This is an optimization exercise on Yosys and OpenROAD, whose aim is small area and a short achievable clock period, not a production implementation.
The RTL was checked by simulation tests, not by an equivalence proof against the original design.
Power and IR drop assume default switching activity.

### flow/flow/run.sh
#!/bin/bash
# The standard layout (standard.sh, unchanged synthesis) with two changes:
# the port buffers are plain buf_2 cells instead of the delay buffers that
# buffer_ports picks by default, and the clock tree is built from clkbuf_8 cells without dummy loads.
set -euo pipefail
export BUFFER_PORTS_ARGS="-buffer_cell sky130_fd_sc_hd__buf_2"
export CTS_ARGS="-sink_clustering_enable -repair_clock_nets -buf_list sky130_fd_sc_hd__clkbuf_8 -dont_use_dummy_load -sink_clustering_size 14 -sink_clustering_max_diameter 100"
bash standard.sh > standard.log 2>&1
### flow/standard.sh
#!/bin/bash
# synth_recipe.tcl (not shown) runs the flow's synth.tcl, then flattens the netlist and writes it again
# the make line also repeats each setting of config.mk as NAME=value (left out here)
make -C /OpenROAD-flow-scripts/flow DESIGN_CONFIG=/design/flow/config.mk WORK_HOME=/design/flow/orfs CLKGATE_MAP_FILE= SYNTH_SCRIPT=/design/flow/synth_recipe.tcl "${@:-finish}"
### flow/config.mk
export PLATFORM = sky130hd
export DESIGN_NAME = wallaceMulTop
export DESIGN_NICKNAME = wallaceMulTop
export VERILOG_FILES = /design/flow/design.v
export SDC_FILE = /design/flow/constraint.sdc
export NUM_CORES = 4
export LEC_CHECK = 0
export ABC_CLOCK_PERIOD_IN_PS = 2500
export CAP_MARGIN = 20
export CORE_MARGIN = 2
export CORE_UTILIZATION = 60
export SETUP_SLACK_MARGIN = 2.1
export SLEW_MARGIN = 20
export SYNTH_HIERARCHICAL = 1
### flow/constraint.sdc
create_clock -name core_clock -period 4.3 [get_ports {clk}]
set_input_delay 0.8600 -clock core_clock [delete_from_list [all_inputs] [get_ports {clk}]]
set_output_delay 0.8600 -clock core_clock [all_outputs]
set_load 0.01 [all_outputs]
### flow/design.v
`timescale 1ns/1ps
package mulPkg;
	localparam int OpWidth   = 16;
	localparam int ProdWidth = 2 * OpWidth;
endpackage
`timescale 1ns/1ps
`timescale 1ns/1ps
module fullAdd (
	input  logic a,
	input  logic b,
	input  logic c,
	output logic s,
	output logic co
);
	assign s  = a ^ b ^ c;
	assign co = (a & b) | (a & c) | (b & c);
endmodule
module halfAdd (
	input  logic a,
	input  logic b,
	output logic s,
	output logic co
);
	assign s  = a ^ b;
	assign co = a & b;
endmodule
module boothEnc (
	input  logic [2:0] b,
	output logic       one,
	output logic       two,
	output logic       neg
);
	assign one = b[1] ^ b[0];
	assign two = (b[2] & ~b[1] & ~b[0]) | (~b[2] & b[1] & b[0]);
	assign neg = b[2];
endmodule
`timescale 1ns/1ps
`timescale 1ns/1ps
`timescale 1ns/1ps
`timescale 1ns/1ps
module wallaceMulTop (
	input  logic        clk,
	input  logic        arstN,
	input  logic        reqValid,
	input  logic [15:0] reqOpA,
	input  logic [15:0] reqOpB,
	output logic        respValid,
	output logic [31:0] respProduct
);
	logic        valid1_q;
	logic        valid2_q;
	logic [124:0] s1_d;
	logic [124:0] s1_q;
	logic [48:0] s2_d;
	logic [48:0] s2_q;
	logic [31:0] rowA;
	logic [31:0] rowB;
	logic [31:0] sum;
	always_ff @(posedge clk or negedge arstN) begin
		if (!arstN) begin
			valid1_q  <= 1'b0;
			valid2_q  <= 1'b0;
			respValid <= 1'b0;
		end else begin
			valid1_q  <= reqValid;
			valid2_q  <= valid1_q;
			respValid <= valid2_q;
		end
	end
	always_ff @(posedge clk) begin
		s1_q        <= s1_d;
		s2_q        <= s2_d;
		respProduct <= sum;
	end
	logic [16:0] bx;
	logic [7:0]  one;
	logic [7:0]  two;
	logic [7:0]  neg;
	assign bx = {reqOpB, 1'b0};
	for (genvar i = 0; i < 8; i++) begin : gEnc
		boothEnc uEnc (.b(bx[2*i+2:2*i]), .one(one[i]), .two(two[i]), .neg(neg[i]));
	end
	logic pp0_0;
	logic pp0_1;
	logic pp0_2;
	logic pp0_3;
	logic pp0_4;
	logic pp0_5;
	logic pp0_6;
	logic pp0_7;
	logic pp0_8;
	logic pp0_9;
	logic pp0_10;
	logic pp0_11;
	logic pp0_12;
	logic pp0_13;
	logic pp0_14;
	logic pp0_15;
	logic pp0_16;
	logic pp1_0;
	logic pp1_1;
	logic pp1_2;
	logic pp1_3;
	logic pp1_4;
	logic pp1_5;
	logic pp1_6;
	logic pp1_7;
	logic pp1_8;
	logic pp1_9;
	logic pp1_10;
	logic pp1_11;
	logic pp1_12;
	logic pp1_13;
	logic pp1_14;
	logic pp1_15;
	logic pp1_16;
	logic pp2_0;
	logic pp2_1;
	logic pp2_2;
	logic pp2_3;
	logic pp2_4;
	logic pp2_5;
	logic pp2_6;
	logic pp2_7;
	logic pp2_8;
	logic pp2_9;
	logic pp2_10;
	logic pp2_11;
	logic pp2_12;
	logic pp2_13;
	logic pp2_14;
	logic pp2_15;
	logic pp2_16;
	logic pp3_0;
	logic pp3_1;
	logic pp3_2;
	logic pp3_3;
	logic pp3_4;
	logic pp3_5;
	logic pp3_6;
	logic pp3_7;
	logic pp3_8;
	logic pp3_9;
	logic pp3_10;
	logic pp3_11;
	logic pp3_12;
	logic pp3_13;
	logic pp3_14;
	logic pp3_15;
	logic pp3_16;
	logic pp4_0;
	logic pp4_1;
	logic pp4_2;
	logic pp4_3;
	logic pp4_4;
	logic pp4_5;
	logic pp4_6;
	logic pp4_7;
	logic pp4_8;
	logic pp4_9;
	logic pp4_10;
	logic pp4_11;
	logic pp4_12;
	logic pp4_13;
	logic pp4_14;
	logic pp4_15;
	logic pp4_16;
	logic pp5_0;
	logic pp5_1;
	logic pp5_2;
	logic pp5_3;
	logic pp5_4;
	logic pp5_5;
	logic pp5_6;
	logic pp5_7;
	logic pp5_8;
	logic pp5_9;
	logic pp5_10;
	logic pp5_11;
	logic pp5_12;
	logic pp5_13;
	logic pp5_14;
	logic pp5_15;
	logic pp5_16;
	logic pp6_0;
	logic pp6_1;
	logic pp6_2;
	logic pp6_3;
	logic pp6_4;
	logic pp6_5;
	logic pp6_6;
	logic pp6_7;
	logic pp6_8;
	logic pp6_9;
	logic pp6_10;
	logic pp6_11;
	logic pp6_12;
	logic pp6_13;
	logic pp6_14;
	logic pp6_15;
	logic pp6_16;
	logic pp7_0;
	logic pp7_1;
	logic pp7_2;
	logic pp7_3;
	logic pp7_4;
	logic pp7_5;
	logic pp7_6;
	logic pp7_7;
	logic pp7_8;
	logic pp7_9;
	logic pp7_10;
	logic pp7_11;
	logic pp7_12;
	logic pp7_13;
	logic pp7_14;
	logic pp7_15;
	logic pp7_16;
	logic pp8_0;
	logic pp8_1;
	logic pp8_2;
	logic pp8_3;
	logic pp8_4;
	logic pp8_5;
	logic pp8_6;
	logic pp8_7;
	logic pp8_8;
	logic pp8_9;
	logic pp8_10;
	logic pp8_11;
	logic pp8_12;
	logic pp8_13;
	logic pp8_14;
	logic pp8_15;
	assign pp0_0 = (one[0] & reqOpA[0]) ^ neg[0];
	assign pp0_1 = ((one[0] & reqOpA[1]) | (two[0] & reqOpA[0])) ^ neg[0];
	assign pp0_2 = ((one[0] & reqOpA[2]) | (two[0] & reqOpA[1])) ^ neg[0];
	assign pp0_3 = ((one[0] & reqOpA[3]) | (two[0] & reqOpA[2])) ^ neg[0];
	assign pp0_4 = ((one[0] & reqOpA[4]) | (two[0] & reqOpA[3])) ^ neg[0];
	assign pp0_5 = ((one[0] & reqOpA[5]) | (two[0] & reqOpA[4])) ^ neg[0];
	assign pp0_6 = ((one[0] & reqOpA[6]) | (two[0] & reqOpA[5])) ^ neg[0];
	assign pp0_7 = ((one[0] & reqOpA[7]) | (two[0] & reqOpA[6])) ^ neg[0];
	assign pp0_8 = ((one[0] & reqOpA[8]) | (two[0] & reqOpA[7])) ^ neg[0];
	assign pp0_9 = ((one[0] & reqOpA[9]) | (two[0] & reqOpA[8])) ^ neg[0];
	assign pp0_10 = ((one[0] & reqOpA[10]) | (two[0] & reqOpA[9])) ^ neg[0];
	assign pp0_11 = ((one[0] & reqOpA[11]) | (two[0] & reqOpA[10])) ^ neg[0];
	assign pp0_12 = ((one[0] & reqOpA[12]) | (two[0] & reqOpA[11])) ^ neg[0];
	assign pp0_13 = ((one[0] & reqOpA[13]) | (two[0] & reqOpA[12])) ^ neg[0];
	assign pp0_14 = ((one[0] & reqOpA[14]) | (two[0] & reqOpA[13])) ^ neg[0];
	assign pp0_15 = ((one[0] & reqOpA[15]) | (two[0] & reqOpA[14])) ^ neg[0];
	assign pp0_16 = (two[0] & reqOpA[15]) ^ neg[0];
	assign pp1_0 = (one[1] & reqOpA[0]) ^ neg[1];
	assign pp1_1 = ((one[1] & reqOpA[1]) | (two[1] & reqOpA[0])) ^ neg[1];
	assign pp1_2 = ((one[1] & reqOpA[2]) | (two[1] & reqOpA[1])) ^ neg[1];
	assign pp1_3 = ((one[1] & reqOpA[3]) | (two[1] & reqOpA[2])) ^ neg[1];
	assign pp1_4 = ((one[1] & reqOpA[4]) | (two[1] & reqOpA[3])) ^ neg[1];
	assign pp1_5 = ((one[1] & reqOpA[5]) | (two[1] & reqOpA[4])) ^ neg[1];
	assign pp1_6 = ((one[1] & reqOpA[6]) | (two[1] & reqOpA[5])) ^ neg[1];
	assign pp1_7 = ((one[1] & reqOpA[7]) | (two[1] & reqOpA[6])) ^ neg[1];
	assign pp1_8 = ((one[1] & reqOpA[8]) | (two[1] & reqOpA[7])) ^ neg[1];
	assign pp1_9 = ((one[1] & reqOpA[9]) | (two[1] & reqOpA[8])) ^ neg[1];
	assign pp1_10 = ((one[1] & reqOpA[10]) | (two[1] & reqOpA[9])) ^ neg[1];
	assign pp1_11 = ((one[1] & reqOpA[11]) | (two[1] & reqOpA[10])) ^ neg[1];
	assign pp1_12 = ((one[1] & reqOpA[12]) | (two[1] & reqOpA[11])) ^ neg[1];
	assign pp1_13 = ((one[1] & reqOpA[13]) | (two[1] & reqOpA[12])) ^ neg[1];
	assign pp1_14 = ((one[1] & reqOpA[14]) | (two[1] & reqOpA[13])) ^ neg[1];
	assign pp1_15 = ((one[1] & reqOpA[15]) | (two[1] & reqOpA[14])) ^ neg[1];
	assign pp1_16 = (two[1] & reqOpA[15]) ^ neg[1];
	assign pp2_0 = (one[2] & reqOpA[0]) ^ neg[2];
	assign pp2_1 = ((one[2] & reqOpA[1]) | (two[2] & reqOpA[0])) ^ neg[2];
	assign pp2_2 = ((one[2] & reqOpA[2]) | (two[2] & reqOpA[1])) ^ neg[2];
	assign pp2_3 = ((one[2] & reqOpA[3]) | (two[2] & reqOpA[2])) ^ neg[2];
	assign pp2_4 = ((one[2] & reqOpA[4]) | (two[2] & reqOpA[3])) ^ neg[2];
	assign pp2_5 = ((one[2] & reqOpA[5]) | (two[2] & reqOpA[4])) ^ neg[2];
	assign pp2_6 = ((one[2] & reqOpA[6]) | (two[2] & reqOpA[5])) ^ neg[2];
	assign pp2_7 = ((one[2] & reqOpA[7]) | (two[2] & reqOpA[6])) ^ neg[2];
	assign pp2_8 = ((one[2] & reqOpA[8]) | (two[2] & reqOpA[7])) ^ neg[2];
	assign pp2_9 = ((one[2] & reqOpA[9]) | (two[2] & reqOpA[8])) ^ neg[2];
	assign pp2_10 = ((one[2] & reqOpA[10]) | (two[2] & reqOpA[9])) ^ neg[2];
	assign pp2_11 = ((one[2] & reqOpA[11]) | (two[2] & reqOpA[10])) ^ neg[2];
	assign pp2_12 = ((one[2] & reqOpA[12]) | (two[2] & reqOpA[11])) ^ neg[2];
	assign pp2_13 = ((one[2] & reqOpA[13]) | (two[2] & reqOpA[12])) ^ neg[2];
	assign pp2_14 = ((one[2] & reqOpA[14]) | (two[2] & reqOpA[13])) ^ neg[2];
	assign pp2_15 = ((one[2] & reqOpA[15]) | (two[2] & reqOpA[14])) ^ neg[2];
	assign pp2_16 = (two[2] & reqOpA[15]) ^ neg[2];
	assign pp3_0 = (one[3] & reqOpA[0]) ^ neg[3];
	assign pp3_1 = ((one[3] & reqOpA[1]) | (two[3] & reqOpA[0])) ^ neg[3];
	assign pp3_2 = ((one[3] & reqOpA[2]) | (two[3] & reqOpA[1])) ^ neg[3];
	assign pp3_3 = ((one[3] & reqOpA[3]) | (two[3] & reqOpA[2])) ^ neg[3];
	assign pp3_4 = ((one[3] & reqOpA[4]) | (two[3] & reqOpA[3])) ^ neg[3];
	assign pp3_5 = ((one[3] & reqOpA[5]) | (two[3] & reqOpA[4])) ^ neg[3];
	assign pp3_6 = ((one[3] & reqOpA[6]) | (two[3] & reqOpA[5])) ^ neg[3];
	assign pp3_7 = ((one[3] & reqOpA[7]) | (two[3] & reqOpA[6])) ^ neg[3];
	assign pp3_8 = ((one[3] & reqOpA[8]) | (two[3] & reqOpA[7])) ^ neg[3];
	assign pp3_9 = ((one[3] & reqOpA[9]) | (two[3] & reqOpA[8])) ^ neg[3];
	assign pp3_10 = ((one[3] & reqOpA[10]) | (two[3] & reqOpA[9])) ^ neg[3];
	assign pp3_11 = ((one[3] & reqOpA[11]) | (two[3] & reqOpA[10])) ^ neg[3];
	assign pp3_12 = ((one[3] & reqOpA[12]) | (two[3] & reqOpA[11])) ^ neg[3];
	assign pp3_13 = ((one[3] & reqOpA[13]) | (two[3] & reqOpA[12])) ^ neg[3];
	assign pp3_14 = ((one[3] & reqOpA[14]) | (two[3] & reqOpA[13])) ^ neg[3];
	assign pp3_15 = ((one[3] & reqOpA[15]) | (two[3] & reqOpA[14])) ^ neg[3];
	assign pp3_16 = (two[3] & reqOpA[15]) ^ neg[3];
	assign pp4_0 = (one[4] & reqOpA[0]) ^ neg[4];
	assign pp4_1 = ((one[4] & reqOpA[1]) | (two[4] & reqOpA[0])) ^ neg[4];
	assign pp4_2 = ((one[4] & reqOpA[2]) | (two[4] & reqOpA[1])) ^ neg[4];
	assign pp4_3 = ((one[4] & reqOpA[3]) | (two[4] & reqOpA[2])) ^ neg[4];
	assign pp4_4 = ((one[4] & reqOpA[4]) | (two[4] & reqOpA[3])) ^ neg[4];
	assign pp4_5 = ((one[4] & reqOpA[5]) | (two[4] & reqOpA[4])) ^ neg[4];
	assign pp4_6 = ((one[4] & reqOpA[6]) | (two[4] & reqOpA[5])) ^ neg[4];
	assign pp4_7 = ((one[4] & reqOpA[7]) | (two[4] & reqOpA[6])) ^ neg[4];
	assign pp4_8 = ((one[4] & reqOpA[8]) | (two[4] & reqOpA[7])) ^ neg[4];
	assign pp4_9 = ((one[4] & reqOpA[9]) | (two[4] & reqOpA[8])) ^ neg[4];
	assign pp4_10 = ((one[4] & reqOpA[10]) | (two[4] & reqOpA[9])) ^ neg[4];
	assign pp4_11 = ((one[4] & reqOpA[11]) | (two[4] & reqOpA[10])) ^ neg[4];
	assign pp4_12 = ((one[4] & reqOpA[12]) | (two[4] & reqOpA[11])) ^ neg[4];
	assign pp4_13 = ((one[4] & reqOpA[13]) | (two[4] & reqOpA[12])) ^ neg[4];
	assign pp4_14 = ((one[4] & reqOpA[14]) | (two[4] & reqOpA[13])) ^ neg[4];
	assign pp4_15 = ((one[4] & reqOpA[15]) | (two[4] & reqOpA[14])) ^ neg[4];
	assign pp4_16 = (two[4] & reqOpA[15]) ^ neg[4];
	assign pp5_0 = (one[5] & reqOpA[0]) ^ neg[5];
	assign pp5_1 = ((one[5] & reqOpA[1]) | (two[5] & reqOpA[0])) ^ neg[5];
	assign pp5_2 = ((one[5] & reqOpA[2]) | (two[5] & reqOpA[1])) ^ neg[5];
	assign pp5_3 = ((one[5] & reqOpA[3]) | (two[5] & reqOpA[2])) ^ neg[5];
	assign pp5_4 = ((one[5] & reqOpA[4]) | (two[5] & reqOpA[3])) ^ neg[5];
	assign pp5_5 = ((one[5] & reqOpA[5]) | (two[5] & reqOpA[4])) ^ neg[5];
	assign pp5_6 = ((one[5] & reqOpA[6]) | (two[5] & reqOpA[5])) ^ neg[5];
	assign pp5_7 = ((one[5] & reqOpA[7]) | (two[5] & reqOpA[6])) ^ neg[5];
	assign pp5_8 = ((one[5] & reqOpA[8]) | (two[5] & reqOpA[7])) ^ neg[5];
	assign pp5_9 = ((one[5] & reqOpA[9]) | (two[5] & reqOpA[8])) ^ neg[5];
	assign pp5_10 = ((one[5] & reqOpA[10]) | (two[5] & reqOpA[9])) ^ neg[5];
	assign pp5_11 = ((one[5] & reqOpA[11]) | (two[5] & reqOpA[10])) ^ neg[5];
	assign pp5_12 = ((one[5] & reqOpA[12]) | (two[5] & reqOpA[11])) ^ neg[5];
	assign pp5_13 = ((one[5] & reqOpA[13]) | (two[5] & reqOpA[12])) ^ neg[5];
	assign pp5_14 = ((one[5] & reqOpA[14]) | (two[5] & reqOpA[13])) ^ neg[5];
	assign pp5_15 = ((one[5] & reqOpA[15]) | (two[5] & reqOpA[14])) ^ neg[5];
	assign pp5_16 = (two[5] & reqOpA[15]) ^ neg[5];
	assign pp6_0 = (one[6] & reqOpA[0]) ^ neg[6];
	assign pp6_1 = ((one[6] & reqOpA[1]) | (two[6] & reqOpA[0])) ^ neg[6];
	assign pp6_2 = ((one[6] & reqOpA[2]) | (two[6] & reqOpA[1])) ^ neg[6];
	assign pp6_3 = ((one[6] & reqOpA[3]) | (two[6] & reqOpA[2])) ^ neg[6];
	assign pp6_4 = ((one[6] & reqOpA[4]) | (two[6] & reqOpA[3])) ^ neg[6];
	assign pp6_5 = ((one[6] & reqOpA[5]) | (two[6] & reqOpA[4])) ^ neg[6];
	assign pp6_6 = ((one[6] & reqOpA[6]) | (two[6] & reqOpA[5])) ^ neg[6];
	assign pp6_7 = ((one[6] & reqOpA[7]) | (two[6] & reqOpA[6])) ^ neg[6];
	assign pp6_8 = ((one[6] & reqOpA[8]) | (two[6] & reqOpA[7])) ^ neg[6];
	assign pp6_9 = ((one[6] & reqOpA[9]) | (two[6] & reqOpA[8])) ^ neg[6];
	assign pp6_10 = ((one[6] & reqOpA[10]) | (two[6] & reqOpA[9])) ^ neg[6];
	assign pp6_11 = ((one[6] & reqOpA[11]) | (two[6] & reqOpA[10])) ^ neg[6];
	assign pp6_12 = ((one[6] & reqOpA[12]) | (two[6] & reqOpA[11])) ^ neg[6];
	assign pp6_13 = ((one[6] & reqOpA[13]) | (two[6] & reqOpA[12])) ^ neg[6];
	assign pp6_14 = ((one[6] & reqOpA[14]) | (two[6] & reqOpA[13])) ^ neg[6];
	assign pp6_15 = ((one[6] & reqOpA[15]) | (two[6] & reqOpA[14])) ^ neg[6];
	assign pp6_16 = (two[6] & reqOpA[15]) ^ neg[6];
	assign pp7_0 = (one[7] & reqOpA[0]) ^ neg[7];
	assign pp7_1 = ((one[7] & reqOpA[1]) | (two[7] & reqOpA[0])) ^ neg[7];
	assign pp7_2 = ((one[7] & reqOpA[2]) | (two[7] & reqOpA[1])) ^ neg[7];
	assign pp7_3 = ((one[7] & reqOpA[3]) | (two[7] & reqOpA[2])) ^ neg[7];
	assign pp7_4 = ((one[7] & reqOpA[4]) | (two[7] & reqOpA[3])) ^ neg[7];
	assign pp7_5 = ((one[7] & reqOpA[5]) | (two[7] & reqOpA[4])) ^ neg[7];
	assign pp7_6 = ((one[7] & reqOpA[6]) | (two[7] & reqOpA[5])) ^ neg[7];
	assign pp7_7 = ((one[7] & reqOpA[7]) | (two[7] & reqOpA[6])) ^ neg[7];
	assign pp7_8 = ((one[7] & reqOpA[8]) | (two[7] & reqOpA[7])) ^ neg[7];
	assign pp7_9 = ((one[7] & reqOpA[9]) | (two[7] & reqOpA[8])) ^ neg[7];
	assign pp7_10 = ((one[7] & reqOpA[10]) | (two[7] & reqOpA[9])) ^ neg[7];
	assign pp7_11 = ((one[7] & reqOpA[11]) | (two[7] & reqOpA[10])) ^ neg[7];
	assign pp7_12 = ((one[7] & reqOpA[12]) | (two[7] & reqOpA[11])) ^ neg[7];
	assign pp7_13 = ((one[7] & reqOpA[13]) | (two[7] & reqOpA[12])) ^ neg[7];
	assign pp7_14 = ((one[7] & reqOpA[14]) | (two[7] & reqOpA[13])) ^ neg[7];
	assign pp7_15 = ((one[7] & reqOpA[15]) | (two[7] & reqOpA[14])) ^ neg[7];
	assign pp7_16 = (two[7] & reqOpA[15]) ^ neg[7];
	assign pp8_0 = reqOpA[0] & reqOpB[15];
	assign pp8_1 = reqOpA[1] & reqOpB[15];
	assign pp8_2 = reqOpA[2] & reqOpB[15];
	assign pp8_3 = reqOpA[3] & reqOpB[15];
	assign pp8_4 = reqOpA[4] & reqOpB[15];
	assign pp8_5 = reqOpA[5] & reqOpB[15];
	assign pp8_6 = reqOpA[6] & reqOpB[15];
	assign pp8_7 = reqOpA[7] & reqOpB[15];
	assign pp8_8 = reqOpA[8] & reqOpB[15];
	assign pp8_9 = reqOpA[9] & reqOpB[15];
	assign pp8_10 = reqOpA[10] & reqOpB[15];
	assign pp8_11 = reqOpA[11] & reqOpB[15];
	assign pp8_12 = reqOpA[12] & reqOpB[15];
	assign pp8_13 = reqOpA[13] & reqOpB[15];
	assign pp8_14 = reqOpA[14] & reqOpB[15];
	assign pp8_15 = reqOpA[15] & reqOpB[15];
	logic xs1;
	logic xc2;
	logic xs3;
	logic xc4;
	logic xs5;
	logic xc6;
	logic xs7;
	logic xc8;
	logic xs9;
	logic xc10;
	logic xs11;
	logic xc12;
	logic xs13;
	logic xc14;
	logic xs15;
	logic xc16;
	logic xs17;
	logic xc18;
	logic xs19;
	logic xc20;
	logic xs21;
	logic xc22;
	logic xs23;
	logic xc24;
	logic xs25;
	logic xc26;
	logic xs27;
	logic xc28;
	logic xs29;
	logic xc30;
	logic xs31;
	logic xc32;
	logic xs33;
	logic xc34;
	logic xs35;
	logic xc36;
	logic xs37;
	logic xc38;
	logic xs39;
	logic xc40;
	logic xs41;
	logic xc42;
	logic xs43;
	logic xc44;
	logic xs45;
	logic xc46;
	logic xs47;
	logic xc48;
	logic xs49;
	logic xc50;
	logic xs51;
	logic xc52;
	logic xs53;
	logic xc54;
	logic xs55;
	logic xc56;
	logic xs57;
	logic xc58;
	logic xs59;
	logic xc60;
	logic xs61;
	logic xc62;
	logic xs63;
	logic xc64;
	logic xs65;
	logic xc66;
	logic xs67;
	logic xc68;
	logic xs69;
	logic xc70;
	logic xs71;
	logic xc72;
	logic xs73;
	logic xc74;
	logic xs75;
	logic xc76;
	logic xs77;
	logic xc78;
	logic xs79;
	logic xc80;
	logic xs81;
	logic xc82;
	logic xs83;
	logic xc84;
	logic xs85;
	logic xc86;
	logic xs87;
	logic xc88;
	logic xs89;
	logic xc90;
	logic xs91;
	logic xc92;
	logic xs93;
	logic xc94;
	logic xs95;
	logic xc96;
	logic xs97;
	logic xc98;
	logic xs99;
	logic xc100;
	logic xs101;
	logic xc102;
	logic xs103;
	logic xc104;
	logic xs105;
	logic xc106;
	halfAdd uxs1 (.a(neg[0]), .b(pp0_0), .s(xs1), .co(xc2));
	fullAdd uxs3 (.a(neg[1]), .b(pp0_2), .c(pp1_0), .s(xs3), .co(xc4));
	halfAdd uxs5 (.a(pp0_3), .b(pp1_1), .s(xs5), .co(xc6));
	fullAdd uxs7 (.a(neg[2]), .b(pp0_4), .c(pp1_2), .s(xs7), .co(xc8));
	fullAdd uxs9 (.a(pp0_5), .b(pp1_3), .c(pp2_1), .s(xs9), .co(xc10));
	fullAdd uxs11 (.a(neg[3]), .b(pp0_6), .c(pp1_4), .s(xs11), .co(xc12));
	fullAdd uxs13 (.a(pp0_7), .b(pp1_5), .c(pp2_3), .s(xs13), .co(xc14));
	fullAdd uxs15 (.a(neg[4]), .b(pp0_8), .c(pp1_6), .s(xs15), .co(xc16));
	fullAdd uxs17 (.a(pp2_4), .b(pp3_2), .c(pp4_0), .s(xs17), .co(xc18));
	fullAdd uxs19 (.a(pp0_9), .b(pp1_7), .c(pp2_5), .s(xs19), .co(xc20));
	fullAdd uxs21 (.a(neg[5]), .b(pp0_10), .c(pp1_8), .s(xs21), .co(xc22));
	fullAdd uxs23 (.a(pp2_6), .b(pp3_4), .c(pp4_2), .s(xs23), .co(xc24));
	fullAdd uxs25 (.a(pp0_11), .b(pp1_9), .c(pp2_7), .s(xs25), .co(xc26));
	fullAdd uxs27 (.a(pp3_5), .b(pp4_3), .c(pp5_1), .s(xs27), .co(xc28));
	fullAdd uxs29 (.a(neg[6]), .b(pp0_12), .c(pp1_10), .s(xs29), .co(xc30));
	fullAdd uxs31 (.a(pp2_8), .b(pp3_6), .c(pp4_4), .s(xs31), .co(xc32));
	fullAdd uxs33 (.a(pp0_13), .b(pp1_11), .c(pp2_9), .s(xs33), .co(xc34));
	fullAdd uxs35 (.a(pp3_7), .b(pp4_5), .c(pp5_3), .s(xs35), .co(xc36));
	fullAdd uxs37 (.a(neg[7]), .b(pp0_14), .c(pp1_12), .s(xs37), .co(xc38));
	fullAdd uxs39 (.a(pp2_10), .b(pp3_8), .c(pp4_6), .s(xs39), .co(xc40));
	fullAdd uxs41 (.a(pp5_4), .b(pp6_2), .c(pp7_0), .s(xs41), .co(xc42));
	fullAdd uxs43 (.a(pp0_15), .b(pp1_13), .c(pp2_11), .s(xs43), .co(xc44));
	fullAdd uxs45 (.a(pp3_9), .b(pp4_7), .c(pp5_5), .s(xs45), .co(xc46));
	fullAdd uxs47 (.a(pp8_0), .b(pp0_16), .c(pp1_14), .s(xs47), .co(xc48));
	fullAdd uxs49 (.a(pp2_12), .b(pp3_10), .c(pp4_8), .s(xs49), .co(xc50));
	fullAdd uxs51 (.a(pp5_6), .b(pp6_4), .c(pp7_2), .s(xs51), .co(xc52));
	fullAdd uxs53 (.a(pp8_1), .b(neg[0]), .c(pp1_15), .s(xs53), .co(xc54));
	fullAdd uxs55 (.a(pp2_13), .b(pp3_11), .c(pp4_9), .s(xs55), .co(xc56));
	fullAdd uxs57 (.a(pp5_7), .b(pp6_5), .c(pp7_3), .s(xs57), .co(xc58));
	fullAdd uxs59 (.a(pp8_2), .b(neg[0]), .c(pp1_16), .s(xs59), .co(xc60));
	fullAdd uxs61 (.a(pp2_14), .b(pp3_12), .c(pp4_10), .s(xs61), .co(xc62));
	fullAdd uxs63 (.a(pp5_8), .b(pp6_6), .c(pp7_4), .s(xs63), .co(xc64));
	fullAdd uxs65 (.a(pp8_3), .b(~neg[0]), .c(~neg[1]), .s(xs65), .co(xc66));
	fullAdd uxs67 (.a(pp2_15), .b(pp3_13), .c(pp4_11), .s(xs67), .co(xc68));
	fullAdd uxs69 (.a(pp5_9), .b(pp6_7), .c(pp7_5), .s(xs69), .co(xc70));
	assign xs71 = ~(pp8_4 ^ xc66);
	assign xc72 = pp8_4 | xc66;
	fullAdd uxs73 (.a(pp2_16), .b(pp3_14), .c(pp4_12), .s(xs73), .co(xc74));
	fullAdd uxs75 (.a(pp5_10), .b(pp6_8), .c(pp7_6), .s(xs75), .co(xc76));
	fullAdd uxs77 (.a(pp8_5), .b(~neg[2]), .c(pp3_15), .s(xs77), .co(xc78));
	fullAdd uxs79 (.a(pp4_13), .b(pp5_11), .c(pp6_9), .s(xs79), .co(xc80));
	assign xs81 = ~(pp8_6 ^ pp3_16);
	assign xc82 = pp8_6 | pp3_16;
	fullAdd uxs83 (.a(pp4_14), .b(pp5_12), .c(pp6_10), .s(xs83), .co(xc84));
	fullAdd uxs85 (.a(pp8_7), .b(~neg[3]), .c(pp4_15), .s(xs85), .co(xc86));
	fullAdd uxs87 (.a(pp5_13), .b(pp6_11), .c(pp7_9), .s(xs87), .co(xc88));
	assign xs89 = ~(pp8_8 ^ pp4_16);
	assign xc90 = pp8_8 | pp4_16;
	fullAdd uxs91 (.a(pp5_14), .b(pp6_12), .c(pp7_10), .s(xs91), .co(xc92));
	fullAdd uxs93 (.a(pp8_9), .b(~neg[4]), .c(pp5_15), .s(xs93), .co(xc94));
	assign xs95 = ~(pp8_10 ^ pp5_16);
	assign xc96 = pp8_10 | pp5_16;
	fullAdd uxs97 (.a(pp8_11), .b(~neg[5]), .c(pp6_15), .s(xs97), .co(xc98));
	assign xs99 = ~(pp8_12 ^ pp6_16);
	assign xc100 = pp8_12 | pp6_16;
	fullAdd uxs101 (.a(pp8_13), .b(~neg[6]), .c(pp7_15), .s(xs101), .co(xc102));
	assign xs103 = ~(pp8_14 ^ pp7_16);
	assign xc104 = pp8_14 | pp7_16;
	halfAdd uxs105 (.a(pp8_15), .b(~neg[7]), .s(xs105), .co(xc106));
	assign s1_d[0] = xs1;  
	assign s1_d[1] = pp0_1;  
	assign s1_d[2] = xc2;  
	assign s1_d[3] = xs3;  
	assign s1_d[4] = xs5;  
	assign s1_d[5] = xc4;  
	assign s1_d[6] = pp2_0;  
	assign s1_d[7] = xc6;  
	assign s1_d[8] = xs7;  
	assign s1_d[9] = xc8;  
	assign s1_d[10] = xs9;  
	assign s1_d[11] = pp2_2;  
	assign s1_d[12] = pp3_0;  
	assign s1_d[13] = xc10;  
	assign s1_d[14] = xs11;  
	assign s1_d[15] = pp3_1;  
	assign s1_d[16] = xc12;  
	assign s1_d[17] = xs13;  
	assign s1_d[18] = xc14;  
	assign s1_d[19] = xs15;  
	assign s1_d[20] = xs17;  
	assign s1_d[21] = pp3_3;  
	assign s1_d[22] = pp4_1;  
	assign s1_d[23] = xc16;  
	assign s1_d[24] = xc18;  
	assign s1_d[25] = xs19;  
	assign s1_d[26] = pp5_0;  
	assign s1_d[27] = xc20;  
	assign s1_d[28] = xs21;  
	assign s1_d[29] = xs23;  
	assign s1_d[30] = xc22;  
	assign s1_d[31] = xc24;  
	assign s1_d[32] = xs25;  
	assign s1_d[33] = xs27;  
	assign s1_d[34] = pp5_2;  
	assign s1_d[35] = pp6_0;  
	assign s1_d[36] = xc26;  
	assign s1_d[37] = xc28;  
	assign s1_d[38] = xs29;  
	assign s1_d[39] = xs31;  
	assign s1_d[40] = pp6_1;  
	assign s1_d[41] = xc30;  
	assign s1_d[42] = xc32;  
	assign s1_d[43] = xs33;  
	assign s1_d[44] = xs35;  
	assign s1_d[45] = xc34;  
	assign s1_d[46] = xc36;  
	assign s1_d[47] = xs37;  
	assign s1_d[48] = xs39;  
	assign s1_d[49] = xs41;  
	assign s1_d[50] = pp6_3;  
	assign s1_d[51] = pp7_1;  
	assign s1_d[52] = xc38;  
	assign s1_d[53] = xc40;  
	assign s1_d[54] = xc42;  
	assign s1_d[55] = xs43;  
	assign s1_d[56] = xs45;  
	assign s1_d[57] = xc44;  
	assign s1_d[58] = xc46;  
	assign s1_d[59] = xs47;  
	assign s1_d[60] = xs49;  
	assign s1_d[61] = xs51;  
	assign s1_d[62] = xc48;  
	assign s1_d[63] = xc50;  
	assign s1_d[64] = xc52;  
	assign s1_d[65] = xs53;  
	assign s1_d[66] = xs55;  
	assign s1_d[67] = xs57;  
	assign s1_d[68] = xc54;  
	assign s1_d[69] = xc56;  
	assign s1_d[70] = xc58;  
	assign s1_d[71] = xs59;  
	assign s1_d[72] = xs61;  
	assign s1_d[73] = xs63;  
	assign s1_d[74] = xs65;  
	assign s1_d[75] = xc60;  
	assign s1_d[76] = xc62;  
	assign s1_d[77] = xc64;  
	assign s1_d[78] = xs67;  
	assign s1_d[79] = xs69;  
	assign s1_d[80] = xs71;  
	assign s1_d[81] = xc68;  
	assign s1_d[82] = xc70;  
	assign s1_d[83] = xs73;  
	assign s1_d[84] = xs75;  
	assign s1_d[85] = pp7_7;  
	assign s1_d[86] = xc72;  
	assign s1_d[87] = xc74;  
	assign s1_d[88] = xc76;  
	assign s1_d[89] = xs77;  
	assign s1_d[90] = xs79;  
	assign s1_d[91] = pp7_8;  
	assign s1_d[92] = xs81;  
	assign s1_d[93] = xc78;  
	assign s1_d[94] = xc80;  
	assign s1_d[95] = xs83;  
	assign s1_d[96] = xc82;  
	assign s1_d[97] = xc84;  
	assign s1_d[98] = xs85;  
	assign s1_d[99] = xs87;  
	assign s1_d[100] = xs89;  
	assign s1_d[101] = xc86;  
	assign s1_d[102] = xc88;  
	assign s1_d[103] = xs91;  
	assign s1_d[104] = pp6_13;  
	assign s1_d[105] = pp7_11;  
	assign s1_d[106] = xc90;  
	assign s1_d[107] = xc92;  
	assign s1_d[108] = xs93;  
	assign s1_d[109] = pp6_14;  
	assign s1_d[110] = pp7_12;  
	assign s1_d[111] = xs95;  
	assign s1_d[112] = xc94;  
	assign s1_d[113] = pp7_13;  
	assign s1_d[114] = xc96;  
	assign s1_d[115] = xs97;  
	assign s1_d[116] = pp7_14;  
	assign s1_d[117] = xs99;  
	assign s1_d[118] = xc98;  
	assign s1_d[119] = xc100;  
	assign s1_d[120] = xs101;  
	assign s1_d[121] = xs103;  
	assign s1_d[122] = xc102;  
	assign s1_d[123] = xs105;  
	assign s1_d[124] = xc104;  
	logic ys107;
	logic yc108;
	logic ys109;
	logic yc110;
	logic ys111;
	logic yc112;
	logic ys113;
	logic yc114;
	logic ys115;
	logic yc116;
	logic ys117;
	logic yc118;
	logic ys119;
	logic yc120;
	logic ys121;
	logic yc122;
	logic ys123;
	logic yc124;
	logic ys125;
	logic yc126;
	logic ys127;
	logic yc128;
	logic ys129;
	logic yc130;
	logic ys131;
	logic yc132;
	logic ys133;
	logic yc134;
	logic ys135;
	logic yc136;
	logic ys137;
	logic yc138;
	logic ys139;
	logic yc140;
	logic ys141;
	logic yc142;
	logic ys143;
	logic yc144;
	logic ys145;
	logic yc146;
	logic ys147;
	logic yc148;
	logic ys149;
	logic yc150;
	logic ys151;
	logic yc152;
	logic ys153;
	logic yc154;
	logic ys155;
	logic yc156;
	logic ys157;
	logic yc158;
	logic ys159;
	logic yc160;
	logic ys161;
	logic yc162;
	logic ys163;
	logic yc164;
	logic ys165;
	logic yc166;
	logic ys167;
	logic yc168;
	logic ys169;
	logic yc170;
	logic ys171;
	logic yc172;
	logic ys173;
	logic yc174;
	logic ys175;
	logic yc176;
	logic ys177;
	logic yc178;
	logic ys179;
	logic yc180;
	logic ys181;
	logic yc182;
	logic ys183;
	logic yc184;
	logic ys185;
	logic yc186;
	logic ys187;
	logic yc188;
	logic ys189;
	logic yc190;
	logic ys191;
	logic yc192;
	logic ys193;
	logic yc194;
	logic ys195;
	logic yc196;
	logic ys197;
	logic yc198;
	logic ys199;
	logic yc200;
	logic ys201;
	logic yc202;
	logic ys203;
	logic yc204;
	logic ys205;
	logic yc206;
	logic ys207;
	logic yc208;
	logic ys209;
	logic yc210;
	logic ys211;
	logic yc212;
	logic ys213;
	logic yc214;
	logic ys215;
	logic yc216;
	logic ys217;
	logic yc218;
	logic ys219;
	logic yc220;
	logic ys221;
	logic yc222;
	logic ys223;
	logic yc224;
	logic ys225;
	logic yc226;
	logic ys227;
	logic yc228;
	logic ys229;
	logic yc230;
	logic ys231;
	logic yc232;
	logic ys233;
	logic yc234;
	logic ys235;
	logic yc236;
	logic ys237;
	logic yc238;
	logic ys239;
	logic yc240;
	logic ys241;
	logic yc242;
	logic ys243;
	logic yc244;
	logic ys245;
	logic yc246;
	logic ys247;
	logic yc248;
	logic ys249;
	logic yc250;
	logic ys251;
	logic yc252;
	logic ys253;
	logic yc254;
	logic ys255;
	logic yc256;
	logic ys257;
	logic yc258;
	logic ys259;
	logic yc260;
	logic ys261;
	logic yc262;
	logic ys263;
	logic yc264;
	logic ys265;
	logic yc266;
	logic ys267;
	logic yc268;
	logic ys269;
	logic yc270;
	logic ys271;
	logic yc272;
	logic ys273;
	logic yc274;
	logic ys275;
	logic yc276;
	logic ys277;
	logic yc278;
	logic ys279;
	logic yc280;
	halfAdd uys107 (.a(s1_q[1]), .b(s1_q[2]), .s(ys107), .co(yc108));
	halfAdd uys109 (.a(s1_q[3]), .b(yc108), .s(ys109), .co(yc110));
	fullAdd uys111 (.a(s1_q[4]), .b(s1_q[5]), .c(yc110), .s(ys111), .co(yc112));
	fullAdd uys113 (.a(s1_q[6]), .b(s1_q[7]), .c(s1_q[8]), .s(ys113), .co(yc114));
	halfAdd uys115 (.a(ys113), .b(yc112), .s(ys115), .co(yc116));
	fullAdd uys117 (.a(s1_q[9]), .b(s1_q[10]), .c(yc114), .s(ys117), .co(yc118));
	halfAdd uys119 (.a(ys117), .b(yc116), .s(ys119), .co(yc120));
	fullAdd uys121 (.a(s1_q[11]), .b(s1_q[12]), .c(s1_q[13]), .s(ys121), .co(yc122));
	fullAdd uys123 (.a(s1_q[14]), .b(ys121), .c(yc118), .s(ys123), .co(yc124));
	halfAdd uys125 (.a(ys123), .b(yc120), .s(ys125), .co(yc126));
	fullAdd uys127 (.a(s1_q[15]), .b(s1_q[16]), .c(s1_q[17]), .s(ys127), .co(yc128));
	fullAdd uys129 (.a(yc122), .b(ys127), .c(yc124), .s(ys129), .co(yc130));
	fullAdd uys131 (.a(s1_q[18]), .b(s1_q[19]), .c(s1_q[20]), .s(ys131), .co(yc132));
	halfAdd uys133 (.a(yc128), .b(ys131), .s(ys133), .co(yc134));
	fullAdd uys135 (.a(s1_q[21]), .b(s1_q[22]), .c(s1_q[23]), .s(ys135), .co(yc136));
	fullAdd uys137 (.a(s1_q[24]), .b(s1_q[25]), .c(yc132), .s(ys137), .co(yc138));
	fullAdd uys139 (.a(ys135), .b(yc134), .c(ys137), .s(ys139), .co(yc140));
	fullAdd uys141 (.a(s1_q[26]), .b(s1_q[27]), .c(s1_q[28]), .s(ys141), .co(yc142));
	fullAdd uys143 (.a(s1_q[29]), .b(yc136), .c(ys141), .s(ys143), .co(yc144));
	fullAdd uys145 (.a(yc138), .b(ys143), .c(yc140), .s(ys145), .co(yc146));
	fullAdd uys147 (.a(s1_q[30]), .b(s1_q[31]), .c(s1_q[32]), .s(ys147), .co(yc148));
	fullAdd uys149 (.a(s1_q[33]), .b(yc142), .c(ys147), .s(ys149), .co(yc150));
	halfAdd uys151 (.a(yc144), .b(ys149), .s(ys151), .co(yc152));
	fullAdd uys153 (.a(s1_q[34]), .b(s1_q[35]), .c(s1_q[36]), .s(ys153), .co(yc154));
	fullAdd uys155 (.a(s1_q[37]), .b(s1_q[38]), .c(s1_q[39]), .s(ys155), .co(yc156));
	fullAdd uys157 (.a(yc148), .b(ys153), .c(ys155), .s(ys157), .co(yc158));
	fullAdd uys159 (.a(yc150), .b(ys157), .c(yc152), .s(ys159), .co(yc160));
	fullAdd uys161 (.a(s1_q[40]), .b(s1_q[41]), .c(s1_q[42]), .s(ys161), .co(yc162));
	fullAdd uys163 (.a(s1_q[43]), .b(s1_q[44]), .c(yc154), .s(ys163), .co(yc164));
	fullAdd uys165 (.a(yc156), .b(ys161), .c(yc158), .s(ys165), .co(yc166));
	halfAdd uys167 (.a(ys163), .b(ys165), .s(ys167), .co(yc168));
	fullAdd uys169 (.a(s1_q[45]), .b(s1_q[46]), .c(s1_q[47]), .s(ys169), .co(yc170));
	fullAdd uys171 (.a(s1_q[48]), .b(s1_q[49]), .c(yc162), .s(ys171), .co(yc172));
	fullAdd uys173 (.a(ys169), .b(yc164), .c(ys171), .s(ys173), .co(yc174));
	halfAdd uys175 (.a(yc166), .b(ys173), .s(ys175), .co(yc176));
	fullAdd uys177 (.a(s1_q[50]), .b(s1_q[51]), .c(s1_q[52]), .s(ys177), .co(yc178));
	fullAdd uys179 (.a(s1_q[53]), .b(s1_q[54]), .c(s1_q[55]), .s(ys179), .co(yc180));
	fullAdd uys181 (.a(s1_q[56]), .b(yc170), .c(ys177), .s(ys181), .co(yc182));
	fullAdd uys183 (.a(ys179), .b(yc172), .c(ys181), .s(ys183), .co(yc184));
	halfAdd uys185 (.a(yc174), .b(ys183), .s(ys185), .co(yc186));
	fullAdd uys187 (.a(s1_q[57]), .b(s1_q[58]), .c(s1_q[59]), .s(ys187), .co(yc188));
	fullAdd uys189 (.a(s1_q[60]), .b(s1_q[61]), .c(yc178), .s(ys189), .co(yc190));
	fullAdd uys191 (.a(yc180), .b(ys187), .c(yc182), .s(ys191), .co(yc192));
	fullAdd uys193 (.a(ys189), .b(yc184), .c(ys191), .s(ys193), .co(yc194));
	fullAdd uys195 (.a(s1_q[62]), .b(s1_q[63]), .c(s1_q[64]), .s(ys195), .co(yc196));
	fullAdd uys197 (.a(s1_q[65]), .b(s1_q[66]), .c(s1_q[67]), .s(ys197), .co(yc198));
	fullAdd uys199 (.a(yc188), .b(ys195), .c(ys197), .s(ys199), .co(yc200));
	fullAdd uys201 (.a(yc190), .b(ys199), .c(yc192), .s(ys201), .co(yc202));
	fullAdd uys203 (.a(s1_q[68]), .b(s1_q[69]), .c(s1_q[70]), .s(ys203), .co(yc204));
	fullAdd uys205 (.a(s1_q[71]), .b(s1_q[72]), .c(s1_q[73]), .s(ys205), .co(yc206));
	fullAdd uys207 (.a(yc196), .b(yc198), .c(ys203), .s(ys207), .co(yc208));
	fullAdd uys209 (.a(ys205), .b(yc200), .c(ys207), .s(ys209), .co(yc210));
	fullAdd uys211 (.a(s1_q[74]), .b(s1_q[75]), .c(s1_q[76]), .s(ys211), .co(yc212));
	fullAdd uys213 (.a(s1_q[77]), .b(s1_q[78]), .c(s1_q[79]), .s(ys213), .co(yc214));
	fullAdd uys215 (.a(yc204), .b(yc206), .c(ys211), .s(ys215), .co(yc216));
	fullAdd uys217 (.a(ys213), .b(yc208), .c(ys215), .s(ys217), .co(yc218));
	fullAdd uys219 (.a(s1_q[80]), .b(s1_q[81]), .c(s1_q[82]), .s(ys219), .co(yc220));
	fullAdd uys221 (.a(s1_q[83]), .b(s1_q[84]), .c(yc212), .s(ys221), .co(yc222));
	fullAdd uys223 (.a(yc214), .b(ys219), .c(yc216), .s(ys223), .co(yc224));
	fullAdd uys225 (.a(ys221), .b(yc218), .c(ys223), .s(ys225), .co(yc226));
	fullAdd uys227 (.a(s1_q[85]), .b(s1_q[86]), .c(s1_q[87]), .s(ys227), .co(yc228));
	fullAdd uys229 (.a(s1_q[88]), .b(s1_q[89]), .c(s1_q[90]), .s(ys229), .co(yc230));
	fullAdd uys231 (.a(yc220), .b(ys227), .c(ys229), .s(ys231), .co(yc232));
	fullAdd uys233 (.a(yc222), .b(ys231), .c(yc224), .s(ys233), .co(yc234));
	fullAdd uys235 (.a(s1_q[91]), .b(s1_q[92]), .c(s1_q[93]), .s(ys235), .co(yc236));
	fullAdd uys237 (.a(s1_q[94]), .b(s1_q[95]), .c(yc228), .s(ys237), .co(yc238));
	fullAdd uys239 (.a(yc230), .b(ys235), .c(yc232), .s(ys239), .co(yc240));
	halfAdd uys241 (.a(ys237), .b(ys239), .s(ys241), .co(yc242));
	fullAdd uys243 (.a(s1_q[96]), .b(s1_q[97]), .c(s1_q[98]), .s(ys243), .co(yc244));
	fullAdd uys245 (.a(s1_q[99]), .b(yc236), .c(ys243), .s(ys245), .co(yc246));
	fullAdd uys247 (.a(yc238), .b(ys245), .c(yc240), .s(ys247), .co(yc248));
	fullAdd uys249 (.a(s1_q[100]), .b(s1_q[101]), .c(s1_q[102]), .s(ys249), .co(yc250));
	fullAdd uys251 (.a(s1_q[103]), .b(yc244), .c(ys249), .s(ys251), .co(yc252));
	halfAdd uys253 (.a(yc246), .b(ys251), .s(ys253), .co(yc254));
	fullAdd uys255 (.a(s1_q[104]), .b(s1_q[105]), .c(s1_q[106]), .s(ys255), .co(yc256));
	fullAdd uys257 (.a(s1_q[107]), .b(s1_q[108]), .c(yc250), .s(ys257), .co(yc258));
	fullAdd uys259 (.a(ys255), .b(yc252), .c(ys257), .s(ys259), .co(yc260));
	fullAdd uys261 (.a(s1_q[109]), .b(s1_q[110]), .c(s1_q[111]), .s(ys261), .co(yc262));
	fullAdd uys263 (.a(s1_q[112]), .b(yc256), .c(ys261), .s(ys263), .co(yc264));
	fullAdd uys265 (.a(yc258), .b(ys263), .c(yc260), .s(ys265), .co(yc266));
	fullAdd uys267 (.a(s1_q[113]), .b(s1_q[114]), .c(s1_q[115]), .s(ys267), .co(yc268));
	fullAdd uys269 (.a(yc262), .b(ys267), .c(yc264), .s(ys269), .co(yc270));
	fullAdd uys271 (.a(s1_q[116]), .b(s1_q[117]), .c(s1_q[118]), .s(ys271), .co(yc272));
	fullAdd uys273 (.a(yc268), .b(ys271), .c(yc270), .s(ys273), .co(yc274));
	fullAdd uys275 (.a(s1_q[119]), .b(s1_q[120]), .c(yc272), .s(ys275), .co(yc276));
	fullAdd uys277 (.a(s1_q[121]), .b(s1_q[122]), .c(yc276), .s(ys277), .co(yc278));
	fullAdd uys279 (.a(s1_q[123]), .b(s1_q[124]), .c(yc278), .s(ys279), .co(yc280));
	assign s2_d[0] = s1_q[0];  
	assign s2_d[1] = ys107;  
	assign s2_d[2] = ys109;  
	assign s2_d[3] = ys111;  
	assign s2_d[4] = ys115;  
	assign s2_d[5] = ys119;  
	assign s2_d[6] = ys125;  
	assign s2_d[7] = yc126;  
	assign s2_d[8] = ys129;  
	assign s2_d[9] = ys133;  
	assign s2_d[10] = yc130;  
	assign s2_d[11] = ys139;  
	assign s2_d[12] = ys145;  
	assign s2_d[13] = ys151;  
	assign s2_d[14] = yc146;  
	assign s2_d[15] = ys159;  
	assign s2_d[16] = yc160;  
	assign s2_d[17] = ys167;  
	assign s2_d[18] = yc168;  
	assign s2_d[19] = ys175;  
	assign s2_d[20] = yc176;  
	assign s2_d[21] = ys185;  
	assign s2_d[22] = yc186;  
	assign s2_d[23] = ys193;  
	assign s2_d[24] = yc194;  
	assign s2_d[25] = ys201;  
	assign s2_d[26] = ys209;  
	assign s2_d[27] = yc202;  
	assign s2_d[28] = yc210;  
	assign s2_d[29] = ys217;  
	assign s2_d[30] = ys225;  
	assign s2_d[31] = yc226;  
	assign s2_d[32] = ys233;  
	assign s2_d[33] = yc234;  
	assign s2_d[34] = ys241;  
	assign s2_d[35] = yc242;  
	assign s2_d[36] = ys247;  
	assign s2_d[37] = ys253;  
	assign s2_d[38] = yc248;  
	assign s2_d[39] = yc254;  
	assign s2_d[40] = ys259;  
	assign s2_d[41] = ys265;  
	assign s2_d[42] = ys269;  
	assign s2_d[43] = yc266;  
	assign s2_d[44] = ys273;  
	assign s2_d[45] = ys275;  
	assign s2_d[46] = yc274;  
	assign s2_d[47] = ys277;  
	assign s2_d[48] = ys279;  
	assign rowA[0] = s2_q[0];
	assign rowB[0] = 1'b0;
	assign rowA[1] = s2_q[1];
	assign rowB[1] = 1'b0;
	assign rowA[2] = s2_q[2];
	assign rowB[2] = 1'b0;
	assign rowA[3] = s2_q[3];
	assign rowB[3] = 1'b0;
	assign rowA[4] = s2_q[4];
	assign rowB[4] = 1'b0;
	assign rowA[5] = s2_q[5];
	assign rowB[5] = 1'b0;
	assign rowA[6] = s2_q[6];
	assign rowB[6] = 1'b0;
	assign rowA[7] = s2_q[7];
	assign rowB[7] = s2_q[8];
	assign rowA[8] = s2_q[9];
	assign rowB[8] = s2_q[10];
	assign rowA[9] = s2_q[11];
	assign rowB[9] = 1'b0;
	assign rowA[10] = s2_q[12];
	assign rowB[10] = 1'b0;
	assign rowA[11] = s2_q[13];
	assign rowB[11] = s2_q[14];
	assign rowA[12] = s2_q[15];
	assign rowB[12] = 1'b0;
	assign rowA[13] = s2_q[16];
	assign rowB[13] = s2_q[17];
	assign rowA[14] = s2_q[18];
	assign rowB[14] = s2_q[19];
	assign rowA[15] = s2_q[20];
	assign rowB[15] = s2_q[21];
	assign rowA[16] = s2_q[22];
	assign rowB[16] = s2_q[23];
	assign rowA[17] = s2_q[24];
	assign rowB[17] = s2_q[25];
	assign rowA[18] = s2_q[26];
	assign rowB[18] = s2_q[27];
	assign rowA[19] = s2_q[28];
	assign rowB[19] = s2_q[29];
	assign rowA[20] = s2_q[30];
	assign rowB[20] = 1'b0;
	assign rowA[21] = s2_q[31];
	assign rowB[21] = s2_q[32];
	assign rowA[22] = s2_q[33];
	assign rowB[22] = s2_q[34];
	assign rowA[23] = s2_q[35];
	assign rowB[23] = s2_q[36];
	assign rowA[24] = s2_q[37];
	assign rowB[24] = s2_q[38];
	assign rowA[25] = s2_q[39];
	assign rowB[25] = s2_q[40];
	assign rowA[26] = s2_q[41];
	assign rowB[26] = 1'b0;
	assign rowA[27] = s2_q[42];
	assign rowB[27] = s2_q[43];
	assign rowA[28] = s2_q[44];
	assign rowB[28] = 1'b0;
	assign rowA[29] = s2_q[45];
	assign rowB[29] = s2_q[46];
	assign rowA[30] = s2_q[47];
	assign rowB[30] = 1'b0;
	assign rowA[31] = s2_q[48];
	assign rowB[31] = 1'b0;
	assign sum = rowA + rowB;
endmodule
==> results of run 1 <==
## layout by cell type, fill, tap and decap left out, drive strengths merged, types with 2 or more instances in the layout
master,count
fa,120
xnor2,152
a31o,2
a21oi,14
a22oi,121
ha,38
o21a,2
a211oi,3
nor2,12
nand4,4
dfrtp,3
a31oi,4
xor2,13
and2,12
nand2b,10
nor4,2
o21ai,9
buf,98
nor3,2
conb,3
o21bai,4
dfxtp,206
clkbuf,18
o211ai,3
inv,27
nand2,40
o22ai,9
nand3,5
## worst max path at each step
stage,to,slack (ns)
after floorplan,s1_q[61],2.03
after global placement,s1_q[49],0.87
after detailed placement,s1_q[49],0.81
after CTS,s2_q[23],2.04
after global routing,s2_q[30],2.00
final,s2_q[23],2.06
## worst reg2reg max path, stage by stage, from the launching register on
cell and delay, ns:
dfxtp_2 0.33, fa_1 0.54, fa_1 0.44, fa_2 0.36
fa_1 0.45
## flip-flops by register name, indices dropped and copies added (netlist names)
signal	flops
respProduct	32
respValid	1
s1_q	125
s2_q	49
valid1_q	1
valid2_q	1
## logic make-up after synthesis
group,synth area share [%]
AO/OA/AOI/OAI,12.4
other,0.0348
buffers and inverters,4.50
XOR/XNOR,13.4
AND/OR/NAND/NOR,3.93
adder cells (fa/ha/maj),26.7
flip-flops,39.0
## power by group
part | leakage, nW | switching (mW) | total (mW) | internal (mW)
registers | 1.77 | 0.360 | 3.10 | 2.74
logic | 2.79 | 2.09 | 3.92 | 1.83
clock network | 0.129 | 0.599 | 0.976 | 0.377
total | 4.69 | 3.05 | 7.99 | 4.94
## cells in the mapped netlist, drive strengths merged, types with 2 or more instances
cell type	count	area (µm²)
a22oi	121	908
o21ai	9	45.0
o22ai	9	106
o211ai	3	22.5
and2	12	75.1
xor2	13	114
nor3	2	15.0
a31o	2	17.5
nand2b	10	62.6
dfxtp	206	4120
ha	38	475
a21oi	14	70.1
clkbuf	73	274
buf	18	109
o21bai	4	30.0
nand4	4	25.0
nor2	12	45.0
inv	27	101
xnor2	152	1330
a211oi	3	32.5
dfrtp	3	75.1
nand3	5	25.0
nand2	40	150
nor4	2	18.8
o21a	2	15.0
fa	120	2400
a31oi	4	25.0
## stage by stage
| stage | worst slack [ns] | instances |
|---|---|---|
| final | 2.06 | 1168 |
| after detailed placement | 0.808 | 1128 |
| after floorplan | 2.03 | 918 |
| after global placement | 0.866 | 1128 |
| after CTS | 2.04 | 1165 |
| after global routing | 2.00 | 1168 |
## Yosys stat by module, one instance, submodules excluded
module / times used / cell area [µm²] / cells
wallaceMulTop: 1 / 7890 / 742
boothEnc: 8 / 38.8 / 5
halfAdd: 15 / 12.5 / 1
fullAdd: 119 / 20.0 / 1
## area by class of cell
class | count | area, µm²
Multi-Input combinational cell | 591 | 6360
Fill cell | 1293 | 5530
Sequential cell | 209 | 4200
Timing Repair Buffer | 98 | 691
Tap cell | 225 | 282
Clock buffer | 18 | 248
Inverter | 27 | 101
## per-layer routing
layer / vias up / global-route usage [%] / wire [µm]
li1: 3086 / - / -
met1: 3446 / 38.0 / 10800
met2: 327 / 39.2 / 10300
met3: 51 / 5.70 / 1920
met4: 0 / 7.43 / 617
met5: - / 0 / 0
## repair_timing
item | in CTS | in global routing
hold buffers | 0 | 0
pin swaps | 10 | 13
resized for setup | 24 | 27
setup buffers | 19 | 3
setup endpoints to repair | 117 | 51
cloned | 0 | 0
==> out/results.tsv, run 1 <==
stage	metric	value	unit
finish	layout.nets	1138	
finish	drive_gt1_share	18.5	%
timing	setup_viol	0	
yosys	ys.flop_type	dfxtp_1	
finish	fin_area	11900	µm²
cts	cts_buffer_depth	3	
pwr	power.density	672	nW/µm²
yosys	async_reset_ff_share	1.44	%
die	io_pins	68	
detailed_routing	firstDrtPassIters	5	
die	dieArea	19000	µm²
yosys	ys_seq_area_share	39.0	%
worst_setup_path	slowest_stage	fa_1	
detailed_routing	first_iter_violations	512	
timing	final-hold-violation-count	0	
timing	final.setup_skew	0.0292	ns
timing	post-route-period-util	52.1	%
cts	clk_latency	0.52	ns
grt	grt_pass1_wl	37800	µm
timing	timing_max_transition_violations_final	0	
placement	io_buffers	67	
detailed_routing	vias_per_cell	5.92	
timing	min_period	2.24	ns
yosys	syn_inst	916	
grt	grt_max_degree	35	
timing	rsz0062_at_grt	true	
finish	area_growth	10.4	%
worst_setup_path	ff2ff_setup_slack	2.06	ns
pwr	finalPower	7.99	mW
die	initial_core_util	61.8	%
yosys	synth_edf_count	0	
worst_setup_path	crit_buf_inv	0	
grt	track_usage	26.0	%
pwr	ir_worst_vdd	430	µV
worst_setup_path	critPathLaunch	s1_q[50]	
worst_setup_path	critical_path_cell_count	4	
yosys	synth_cell_type_count	42	
cts	cts_tree	yes	
cts	cts_root_buffer	clkbuf_8	
detailed_routing	vias	6910	
cts	cts.clk_slew.worst_paths	0.09	ns
grt	antenna_found_initial	0	
cts	cts.sinks	209	
worst_setup_path	cp.required	4.70	ns
pwr	leakage	4.69	nW
worst_setup_path	critPathLaunchType	flop	
timing	fmax	0.446	GHz
worst_setup_path	end_kind	flop	
worst_setup_path	arrival	2.65	ns
worst_setup_path	timing_worst_setup_path_type	flop to flop	
worst_setup_path	cp_max_fo	1	
cts	numCtsBuffers	18	
worst_setup_path	critical-path-top-delay-family	adder cells	
worst_setup_path	crit_chain	fa_1 > fa_1 > fa_2 > fa_1	
die	die_h	138	µm
placement	dpl.hpwl	16400	µm
worst_setup_path	worstReg2RegStart	s1_q[50]	
grt	grt_remaining_overflow	0	
die	fp.dieW	138	µm
worst_setup_path	rr_worst_depth	4	
outcome	status	complete, no violations	
cts	h-tree-depth	1	
grt	first_global_vias	7196	
timing	hold-worst-slack	0.112	ns
detailed_routing	ant_nets	0	
timing	setup_tns	0	ns
yosys	synth.cell_area	10800	µm²
worst_setup_path	max_stage_delay	0.54	ns
detailed_routing	post_drt_wl_per_cell	20.2	µm
die	design.core.area	17400	µm²
finish	finish.utilization	68.2	%
job	cap_violations	0	
die	rows	48	
yosys	avgSynthCellArea	11.8	µm²
detailed_routing	drcViolationCount	0	
min_path	hold_path_class	input pin to asynchronous set/reset pin	
placement	place_congestion	0.880	
yosys	yosys_warnings	7	
finish	n_antenna_cell	0	
worst_setup_path	crit_top_cell	fa_1	
detailed_routing	drt_wl_total	23600	µm
worst_setup_path	reg2reg_to	s2_q[23]	
placement	place_area	11200	µm²
yosys	yosys_register_bits	209	
==> run 2: changes to the inputs <==
==> flow/flow/run.sh (replaced) <==
#!/bin/bash
# The standard layout (standard.sh, unchanged synthesis) with two changes:
# the port buffers are plain buf_2 cells instead of the delay buffers that
# buffer_ports picks by default, and the clock tree is built from clkbuf_8 cells without dummy loads.
set -euo pipefail
export BUFFER_PORTS_ARGS="-buffer_cell sky130_fd_sc_hd__buf_2"
export CTS_ARGS="-sink_clustering_enable -repair_clock_nets -buf_list sky130_fd_sc_hd__clkbuf_4 -dont_use_dummy_load -sink_clustering_size 8 -sink_clustering_max_diameter 50"
bash standard.sh > standard.log 2>&1
--- a/flow/config.mk
+++ b/flow/config.mk
@@ -9,6 +9,7 @@
 export CAP_MARGIN = 20
 export CORE_MARGIN = 2
 export CORE_UTILIZATION = 60
+export GPL_ROUTABILITY_DRIVEN = 0
 export SETUP_SLACK_MARGIN = 2.1
 export SLEW_MARGIN = 20
 export SYNTH_HIERARCHICAL = 1
==> run 2 against run 1 <==
Clock-buffer cell count is 16 higher. Power is 0.50% lower. Via count is 1.5% lower. Fmax is 1.3% lower. Die area stayed put. Critical path type unchanged. Largest cell class unchanged. Highest routed layer unchanged.
==> out/results.tsv, run 2 <==
stage	metric	value	unit
placement	dpl.hpwl	16500	µm
timing	final.setup_skew	0.0832	ns
yosys	syn_inst	916	
cts	cts_tree	yes	
detailed_routing	drt_wl_total	23300	µm
outcome	status	complete, no violations	
timing	min_period	2.27	ns
finish	post_layout_nonfiller_instances	1176	
die	fp.dieW	138	µm
finish	largest_reg_flops	125	
placement	place_area	11200	µm²
worst_setup_path	cp_max_fo	1	
cts	numCtsBuffers	34	
min_path	holdPathEnd	respProduct[3]	
grt	antenna_found_initial	1	
yosys	yosysTopAreaCellShare	38.3	%
timing	hold-worst-slack	0.324	ns
cts	clk_latency	0.62	ns
yosys	yosys_warnings	7	
timing	timing_max_transition_violations_final	0	
grt	grt_max_degree	35	
detailed_routing	post_drt_wl_per_cell	19.8	µm
finish	top_register	s1_q	
detailed_routing	firstDrtPassIters	5	
yosys	synth_cell_type_count	42	
timing	rsz0062_at_grt	true	
finish	finish.utilization	67.9	%
yosys	yosys_register_bits	209	
yosys	ys_seq_area_share	39.0	%
detailed_routing	first_iter_violations	416	
worst_setup_path	timing_worst_setup_path_type	flop to flop	
detailed_routing	drcViolationCount	0	
cts	cts_buffer_depth	3	
grt	track_usage	26.0	%
detailed_routing	ant_nets	0	
min_path	hold_path_class	flop to flop	
pwr	power.density	672	nW/µm²
timing	final-hold-violation-count	0	
detailed_routing	vias_per_cell	5.79	
min_path	hold_start	s2_q[3]	
timing	setup_viol	0	
finish	final_common_cell	dfxtp_1	
die	initial_core_util	61.8	%
timing	post-route-period-util	52.8	%
finish	top_regs	s1_q (125), s2_q (49), respProduct (32)	
worst_setup_path	cp.required	4.77	ns
placement	dp.cells	1128	
yosys	ys.flop_type	dfxtp_1	
finish	drive_gt1_share	18.9	%
finish	area_growth	9.82	%
min_path	hold_path_depth	0	
worst_setup_path	end_kind	flop	
job	cap_violations	0	
yosys	synth_area_leaders	dfxtp_1, fa_1, xnor2_1, a22oi_1, ha_1	
cts	h-tree-depth	2	
die	rows	48	
yosys	synth.cell_area	10800	µm²
cts	cts.clk_slew.worst_paths	0.09	ns
timing	fmax	0.441	GHz
worst_setup_path	rr_worst_depth	4	
timing	setup_tns	0	ns
die	design.core.area	17400	µm²
worst_setup_path	critPathLaunch	s1_q[74]	
cts	cts_root_buffer	clkbuf_4	
worst_setup_path	reg2reg_to	s2_q[30]	
worst_setup_path	critPathLaunchType	flop	
die	io_pins	68	
die	die_h	138	µm
placement	io_buffers	67	
yosys	yosysTopAreaCell	dfxtp_1	
grt	grt_pass1_wl	37500	µm
finish	final_cell_mix	dfxtp_1, xnor2_1, a22oi_1	
yosys	synthMostInstantiatedCell	dfxtp_1	
finish	fin_area	11800	µm²
worst_setup_path	worstReg2RegStart	s1_q[74]	
yosys	synth_common_cells	dfxtp_1, xnor2_1, a22oi_1	
cts	cts.sinks	209	
finish	layout.nets	1145	
detailed_routing	vias	6805	
yosys	async_reset_ff_share	1.44	%
yosys	avgSynthCellArea	11.8	µm²
worst_setup_path	arrival	2.74	ns
worst_setup_path	ff2ff_setup_slack	2.03	ns
pwr	leakage	4.67	nW
die	dieArea	19000	µm²
grt	grt_remaining_overflow	0	
grt	first_global_vias	6959	
yosys	synth_edf_count	0	
pwr	ir_worst_vdd	411	µV
run 2: cell counts after synthesis:
No cell type changed its count.
run 2: per-module statistics from Yosys (local to each module, per instance):
module / times used / cell area [µm²] / cells / flops+latches
halfAdd: 15 / 12.5 / 1 / 0
wallaceMulTop: 1 / 7890 / 742 / 209
fullAdd: 119 / 20.0 / 1 / 0
boothEnc: 8 / 38.8 / 5 / 0
run 2: cells by family (layout without fill, tap and decap cells):
kind of cell / count (synthesis) / after routing / share of synthesized area, %
AO/OA/AOI/OAI: 177 / 177 / 12.4
XOR/XNOR: 165 / 165 / 13.4
adder cells (fa/ha/maj): 158 / 158 / 26.7
buffers and inverters: 118 / 150 / 4.50
flip-flops: 209 / 209 / 39.0
other: 1 / 4 / 0.0348
AND/OR/NAND/NOR: 88 / 88 / 3.93
run 2: repair_timing:
item	4_1_cts	5_1_grt
hold buffers	1	0
setup endpoints to repair	105	57
hold endpoints to repair	3	0
pin swaps	17	11
gates resized for setup	30	14
setup buffers	7	5
run 2: layer usage:
metal  routed length (µm)  GRT usage, %  vias to the layer above  part of all wire, %
li1                     -             -                     3101                    -
met1                10700          37.5                     3394                   46
met2                10400          38.6                      269                   44
met3                 1770          6.76                       41                  7.6
met4                  529          8.45                        0                  2.3
met5                    0             0                        -                    0
run 2: critical path: stages (launching register included):
cell	delay, ns
dfxtp_2	0.33
fa_1	0.55
fa_2	0.45
fa_2	0.36
fa_1	0.44
run 2: worst max path at each step:
stage / endpoint / depth (start not counted)
2_1_floorplan: s1_q[61] / 7
3_5_place_dp: s1_q[49] / 6
4_1_cts: s2_q[30] / 4
6_report: s2_q[30] / 4
5_1_grt: s2_q[30] / 4
3_3_place_gp: s1_q[49] / 6
run 2: where the power goes:
group | switching (mW) | total [mW] | internal, mW
logic | 2.08 | 3.87 | 1.78
registers | 0.358 | 3.10 | 2.74
clock network | 0.624 | 0.989 | 0.365
total | 3.07 | 7.95 | 4.89
run 2: cell type report:
class | count | area [µm²]
timing repair buffer | 89 | 621
antenna | 1 | 2.50
clock buffer | 34 | 255
fill | 1359 | 5590
sequential | 209 | 4210
tap | 225 | 282
multi-input combinational | 591 | 6360
inverter | 27 | 101
run 2: through the flow:
step,setup slack [ns],power (mW)
2_1_floorplan,2.03,5.74
3_3_place_gp,0.877,6.68
3_5_place_dp,0.915,6.80
4_1_cts,2.01,7.92
5_1_grt,1.97,8.70
6_report,2.03,7.95

==> static timing again, ports no longer ideal <==
Ports are ideal in the flow. The routed layouts listed here were re-timed in OpenROAD.
Step 1: set_driving_cell puts a clkbuf_16 on clk and a buf_2 on each other input, an assumption about the parent block.
Step 2, shift: input delay + t, output delay - t, t = (earliest + latest rising clock arrival at the registers) / 2. This alone moves slack from input paths to output paths.
Three values: ideal ports, drivers, drivers and shift; two values: the first two.
| run | shift t [ns] | setup slack, ns | clock arrival spread, ns | worst slew at a driven data input, ns |
|---|---|---|---|---|
| run 1 | 0.544 | 2.059 / 2.059 / 1.668 | 0.033 / 0.034 | 0.05 |
| run 2 | 0.615 | 2.030 / 2.030 / 1.579 | 0.083 / 0.083 | 0.03 |
After both steps every run listed still meets setup and hold. The setup slack of run 2, which loses most, moves by 0.000 ns with the drivers and by -0.451 ns with both steps.
